This is an optimization exercise on Yosys and OpenROAD, whose aim is small area, a short achievable clock period and few clock cycles per item, not a production implementation.
RTL that was checked went through simulation tests only; none was proved equivalent to the original.
Power is estimated from default activity; no workload was simulated.

Setup of v51:
## fir_decimator_top
module fir_decimator_top
(
	input wire logic clk,
	input wire logic resetn,
	input wire logic in_valid,
	input wire fir_pkg::sample_t data_in,
	input wire logic out_credit,
	output logic in_credit,
	output logic out_valid,
	output fir_pkg::sample_t data_out
);
export LEC_CHECK = 0
export CAP_MARGIN = 20
export CORE_MARGIN = 2
export CORE_UTILIZATION = 40
export SETUP_SLACK_MARGIN = 4.31
export SLEW_MARGIN = 20
create_clock -name core_clock -period 6.5 [get_ports {clk}]
run.sh (not shown) runs the stock make flow with config.mk's settings and CLKGATE_MAP_FILE= SYNTH_SCRIPT=/design/flow/synth_recipe.tcl, a recipe that flattens the netlist after the stock synthesis.
In summary, v51 completed successfully, with a layout that passed the timing, design-rule and antenna checks.
Testbench counts of v51, summed over its fixed seeds: cycles 12,024, results 2,400.
> inputs changed (v51 -> v33)
Settings: a change of SETUP_SLACK_MARGIN from 4.31 to 4.27; an added ABC_AREA of 1.
--- outcome ---
- Compared with v51, v33 shows a higher worst-case setup margin in the final layout.
- Sort v33 and v51 by design area asc -> top: v51
- v33 vs v51 on net count after synthesis: v33 is the higher one.
- Number of cells traversed by the worst register-to-register path is higher on v33
- Final critical path time including I/O delays and setup: higher on v51
- Re global-route usage: v33 is 1.3 points down on v51.
- Per the comparison of v33 with v51, total power +0.0017 W, number of buffers added by the clock tree synthesis step ~0 delta.
Changes in v37 relative to v33:
Settings: a deleted ABC_AREA that had been 1; a change of CAP_MARGIN from 20 to 5; a change of SLEW_MARGIN from 20 to 5.
==> run notes <==
Each of the runs, namely v37 and v33, reached the end of the flow and came out clean.
Horizontal die dimension in v37 vs v33: down 3.1 microns
Relative to v33, the via count of the first global-routing pass of v37 is lower by 150.
Re post-detailed-route via-to-cell ratio: v37 and v33 aren't equal, and the higher value belongs to v37.
Going from v33 to v37, switching power share of the total shrinks by 8.8 points.
Delta (v37 minus v33): utilization climbed 1.0 points; combinational power dropped about 80%.
Looking at most common cell after layout, fill and taps aside, the inv_1 result is from v33; the dfxtp_1 one comes from v37.
Modified inputs, v54 compared to v37
Settings: SETUP_SLACK_MARGIN changed from 4.27 to 4.3; SLEW_MARGIN changed from 5 to 20; ABC_AREA newly set to 1; CAP_MARGIN changed from 5 to 20.
[summary]
| fmax | higher: v37 |
Last element of the critical path: s2[6] -> v54, s3[6] -> v37
Summary of v54 over v37: number of cells traversed by the worst register-to-register path lower, number of inverters outside the clock class in the layout higher, synthesized cell count higher.
Met2 track demand over resource in global routing delta for v54 relative to v37: 3.2 points lower
v37 -> v54: clock-pin slew on the worst setup and hold paths flat
Total wirelength of the detailed-routed design: v54 better than v37
Final critical-path required period on v54 is behind v37.
Compared with v37, v54 shows a higher number of instances in the placed design.

* * *

== run 1 ==
Starting RTL as in the previous note.
Settings: LEC_CHECK=0, CAP_MARGIN=20, CORE_MARGIN=2, CORE_UTILIZATION=40, SETUP_SLACK_MARGIN=4.27, SLEW_MARGIN=20; clock period 6.5 ns.
Testbench counts of run 1, summed over its fixed seeds: cycles 12,024, results 2,400.
Changes in run 2 relative to run 1:
# run 1
export LEC_CHECK = 0
export CAP_MARGIN = 20
export CORE_MARGIN = 2
export CORE_UTILIZATION = 40
export SETUP_SLACK_MARGIN = 4.27
export SLEW_MARGIN = 20
create_clock -name core_clock -period 6.5 [get_ports {clk}]
# run 2
export LEC_CHECK = 0
export CAP_MARGIN = 20
export CORE_MARGIN = 2
export CORE_UTILIZATION = 40
export SETUP_SLACK_MARGIN = 4.23
export SLEW_MARGIN = 20
create_clock -name core_clock -period 6.5 [get_ports {clk}]
Findings:
- Count of nets after finishing | run 2 below run 1
- Summary of run 2 over run 1: sum of negative setup slack held steady, total power of the final layout -1.2%, highest clock rate fell about 1.4%, worst setup slack down 0.032 ns.
- Global-route usage essentially unchanged between run 1 and run 2.
## Diff of input files: run 3 against run 2
# run 2
export LEC_CHECK = 0
export CAP_MARGIN = 20
export CORE_MARGIN = 2
export CORE_UTILIZATION = 40
export SETUP_SLACK_MARGIN = 4.23
export SLEW_MARGIN = 20
create_clock -name core_clock -period 6.5 [get_ports {clk}]
# run 3
export LEC_CHECK = 0
export CAP_MARGIN = 20
export CORE_MARGIN = 2
export CORE_UTILIZATION = 40
export CTS_BUF_LIST = sky130_fd_sc_hd__clkbuf_8
export SETUP_SLACK_MARGIN = 4.27
export SLEW_MARGIN = 20
create_clock -name core_clock -period 6.5 [get_ports {clk}]
--- outcome ---
- Critical path depth | run 3 below run 2
- Diff run 2 -> run 3: share of total power in the clock network lower; number of signal-net buffers in the layout picked up an extra 26%; leakage power figure about even; part of the total power dissipated in combinational logic increased 3.2 points; first-iteration detailed-routing DRC count shrank by 27.
- Run 3 and run 2 ended up with nearly the same global routing met3 resource utilization.
- Diff run 3..run 2 | accumulated negative setup slack | unchanged
- Against run 2, area of all placed cells without fillers in run 3 came out worse.
- Per the comparison of run 3 with run 2, via density per instance dropped about 0.4%, met1 track demand over resource in global routing dropped 0.91 points.
Relative to run 3, the following input files were edited for run 4:
# run 3
export LEC_CHECK = 0
export CAP_MARGIN = 20
export CORE_MARGIN = 2
export CORE_UTILIZATION = 40
export CTS_BUF_LIST = sky130_fd_sc_hd__clkbuf_8
export SETUP_SLACK_MARGIN = 4.27
export SLEW_MARGIN = 20
create_clock -name core_clock -period 6.5 [get_ports {clk}]
# run 4
export LEC_CHECK = 0
export CAP_MARGIN = 20
export CORE_MARGIN = 2
export CORE_UTILIZATION = 40
export PLACE_DENSITY = 0.75
export SETUP_SLACK_MARGIN = 4.27
export SLEW_MARGIN = 20
create_clock -name core_clock -period 6.5 [get_ports {clk}]
On endpoint required time on the critical path: between run 3 and run 4, it ends up higher for run 4.
Compared to run 3, run 4 has path length in cells of the critical path 7 higher.
The total length of routed wires of run 4 is lower than that of run 3.
Count of flip-flops with a built-in enable after synthesis across run 3 and run 4: no real change.

* * *

Another version of the RTL of fir_decimator_top (not shown whole).
Size: about 670 cells after synthesis, ~120 flip-flops, roughly 16 I/O pins.
// fir_decimator_top
module fir_decimator_top
(
	input wire logic clk,
	input wire logic resetn,
	input wire logic in_valid,
	input wire fir_pkg::sample_t data_in,
	input wire logic out_credit,
	output logic in_credit,
	output logic out_valid,
	output fir_pkg::sample_t data_out
);
Settings: LEC_CHECK=0, CAP_MARGIN=20, CORE_MARGIN=2, CORE_UTILIZATION=40, SLEW_MARGIN=20; clock period 6.5 ns.
Testbench counts at the start, summed over its fixed seeds: cycles 12,024, results 2,400.
Then changed:
- SETUP_SLACK_MARGIN: default -> 3.3
The new run completed without violations.
Wire length climbs by 1.1%.
Hold slack is about the same.
Clock-buffer cell count is unchanged.
Synthesized cell count does not change.
Die area is unchanged.
Combinational power climbs by about 2%.
Synthesized area is unchanged.
Power climbs by 0.35%.

* * *

fir_decimator_top, a different RTL version from the one above (not shown whole).
Size: ~16 I/O pins.
## fir_decimator_top
module fir_decimator_top
(
	input wire logic clk,
	input wire logic resetn,
	input wire logic in_valid,
	input wire fir_pkg::sample_t data_in,
	input wire logic out_credit,
	output logic in_credit,
	output logic out_valid,
	output fir_pkg::sample_t data_out
);
	logic [4:0] m1;              
	logic [6:0] m3;              
	logic [7:0] m5;              
	logic [4:0] selA, selB;
	logic [4:0] nph;             
	logic [2:0] phb;             
	logic [4:0] phb_dec;
	logic done1;                 
	logic done2;                 
	logic [4:0] hi_r, hi_nx;     
	logic k9_r, k9_nx;           
	logic pend;                  
	logic ov;
	logic [4:0] res;
	logic [4:0] res_nx;
	logic [1:0] ocred;           
	logic [2:0] owe;             
	logic [3:0] commit;          
	logic icr;
	logic [4:0] u;
	logic [1:0] ocred_nx;
	logic [1:0] ocred_s;
	logic [3:0] commit_d;
	logic [2:0] owe_d;
	logic c_le8, c_le13;
	logic icr_nx;
	logic send;
	logic pend_nx;
	assign phb_dec = 5'd1 << phb;
	assign u = {~data_in[4], data_in[3:0]};
	logic [13:0] r10;
	assign r10 = ({14{selA[0]}} & 14'({5'(m1), 4'd0}))
		| ({14{selA[1]}} & 14'({5'(m1), 4'd0}))
		| ({14{selA[2]}} & 14'({5'(~m1), 1'd0}))
  ...
clock: 6.5 ns
lec_check: 0
cap_margin: 20
core_margin: 2
core_utilization: 40
setup_slack_margin: 4.35
slew_margin: 20
Testbench counts at the start, summed over its fixed seeds: cycles 12,024, results 2,400.
Rerun with:
Settings changed: SETUP_SLACK_MARGIN 4.35 to 4.25.
What happened:
- setup slack got worse by 0.0065 ns
- worst hold slack degrades by 0.018 ns
- synthesized area does not change
- clock skew drops by 0.0032 ns
- routed wire length fell by 2.3%
- cell area fell by about 3%

* * *

fir_decimator_top, a different RTL version from the one above (not shown whole).
For scale: about 680 cells after synthesis, roughly 150 flip-flops, roughly 16 I/O pins.
Design fir_decimator_top, start of the top module:
module fir_decimator_top
(
	input wire logic clk,
	input wire logic resetn,
	input wire logic in_valid,
	input wire fir_pkg::sample_t data_in,
	input wire logic out_credit,
	output logic in_credit,
	output logic out_valid,
	output fir_pkg::sample_t data_out
);
make LEC_CHECK=0 CAP_MARGIN=20 CORE_MARGIN=2 CORE_UTILIZATION=40 CTS_CLUSTER_DIAMETER=100 CTS_CLUSTER_SIZE=50 SETUP_SLACK_MARGIN=4.35 SLEW_MARGIN=20 finish   # period 6.5 ns
Rerun with:
Settings changed: CTS_BUF_LIST from default to sky130_fd_sc_hd__clkbuf_4 sky130_fd_sc_hd__clkbuf_8, CTS_CLUSTER_DIAMETER 100 to default, CTS_CLUSTER_SIZE 50 to default, SETUP_SLACK_MARGIN 4.35 to 4.25.
Result:
- fmax decreases by 2.0%
- clock skew increases by 0.0056 ns
- worst hold slack improves by 0.0084 ns
- wire length increases by 1.4%
- count of clock-buffer cells in the layout increases by 1
- final area decreases by 1.5%
- sequential power hardly moves
- via count barely changes
- power decreases by 12%
- worst setup slack degrades by 0.047 ns
- global-route usage increases by 0.20 points
Function was not checked in any run of this note: the RTL went through the layout flow alone.

* * *

== lane 1 ==
Starting RTL as in the previous note.
make LEC_CHECK=0 CAP_MARGIN=20 CORE_MARGIN=2 CORE_UTILIZATION=40 CTS_CLUSTER_DIAMETER=60 CTS_CLUSTER_SIZE=30 SETUP_SLACK_MARGIN=4.35 SLEW_MARGIN=20 finish   # period 6.5 ns
The following lists how lane 2 was set up differently from lane 1:
- SETUP_SLACK_MARGIN: 4.35 -> 4.25
- CTS_CLUSTER_SIZE: 30 -> unset
- CTS_CLUSTER_DIAMETER: 60 -> unset
## What came out
- Every run in the comparison, lane 2 and lane 1, completed the flow with a clean layout.
- Lane 1 → lane 2: post-route cell area saw an increase, count of inserted tapcells comparable, highest achievable clock rate has remained practically unchanged.
- Going from lane 1 to lane 2, via count went up, setup slack went up, wire length went up, power went down, worst supply voltage drop on vdd went down.
- In terms of hold slack, lane 1 and lane 2 differ only marginally.
- Global-route wire length before repair: lower on lane 1
- Measured against each other, lane 2 and lane 1 differ in static leakage power, the lower figure coming from lane 1.
The inputs of lane 3 differ from those of lane 2 as listed below.
- SETUP_SLACK_MARGIN: 4.25 -> 4.32
==> comparison <==
- The lower final period utilization came out of lane 2.
- Lane 3: flow completed, timing, DRC and antenna clean
- Lane 3 vs lane 2: number of vias per cell after detailed routing down slightly
- Delta (lane 3 minus lane 2): maximum VDD drop rose by 28%, non-filler instance count after layout lower, leakage power down 1.8%.
Function was not checked in any run of this note: the RTL went through the layout flow alone.

[what the ideal ports hide]
The flow's constraints put no driver on any port. The routed layouts listed below were extracted and timed again, unchanged, in two steps.
Step 1 (the two cells are an assumption about what drives the block):
set clk [get_ports {clk}]
set_driving_cell -lib_cell sky130_fd_sc_hd__clkbuf_16 $clk
set_driving_cell -lib_cell sky130_fd_sc_hd__buf_2 [delete_from_list [all_inputs] $clk]
Step 2 also shifts input and output timing later by t, the mid clock arrival at the registers, as if the neighbouring blocks saw the same clock.
Three values: ideal, step 1, step 2; two values: the first two.
run	t (ns)	setup slack, ns	worst setup path at the end	clock arrival spread, ns
v51	0.471	4.226 / 4.226 / 3.922	input to register	0.010 / 0.010
v33	0.465	4.285 / 4.260 / 3.961	input to register	0.009 / 0.009
v37	0.462	4.294 / 4.274 / 3.895	input to register	0.008 / 0.008
v54	0.465	4.278 / 4.267 / 3.943	input to register	0.011 / 0.011
run 1	0.462	4.294 / 4.274 / 3.895	input to register	0.008 / 0.008
run 2	0.465	4.262 / 4.255 / 3.880	input to register	0.009 / 0.009
run 3	0.490	4.272 / 4.234 / 3.842	input to register	0.016 / 0.016
run 4	0.471	4.297 / 4.268 / 3.888	input to register	0.009 / 0.010
the first run of note 3	0.460	2.696 / 2.696 / 2.696	register to register	0.009 / 0.009
the second run of note 3	0.458	3.417 / 3.417 / 3.046	input to register	0.010 / 0.009
the first run of note 4	0.469	4.272 / 4.230 / 3.980	input to register	0.010 / 0.010
the second run of note 4	0.467	4.265 / 4.227 / 3.849	input to register	0.007 / 0.007
the first run of note 5	0.468	4.255 / 4.213 / 3.977	input to register	0.009 / 0.009
the second run of note 5	0.495	4.208 / 4.171 / 3.860	input to register	0.016 / 0.016
lane 1	0.468	4.255 / 4.213 / 3.977	input to register	0.009 / 0.009
lane 2	0.466	4.259 / 4.215 / 3.944	input to register	0.008 / 0.008
lane 3	0.469	4.242 / 4.200 / 3.937	input to register	0.004 / 0.004
After both steps setup and hold are still met in every run listed. The setup slack of run 3, which loses most, moves by -0.038 ns with the drivers and by -0.430 ns with both steps.
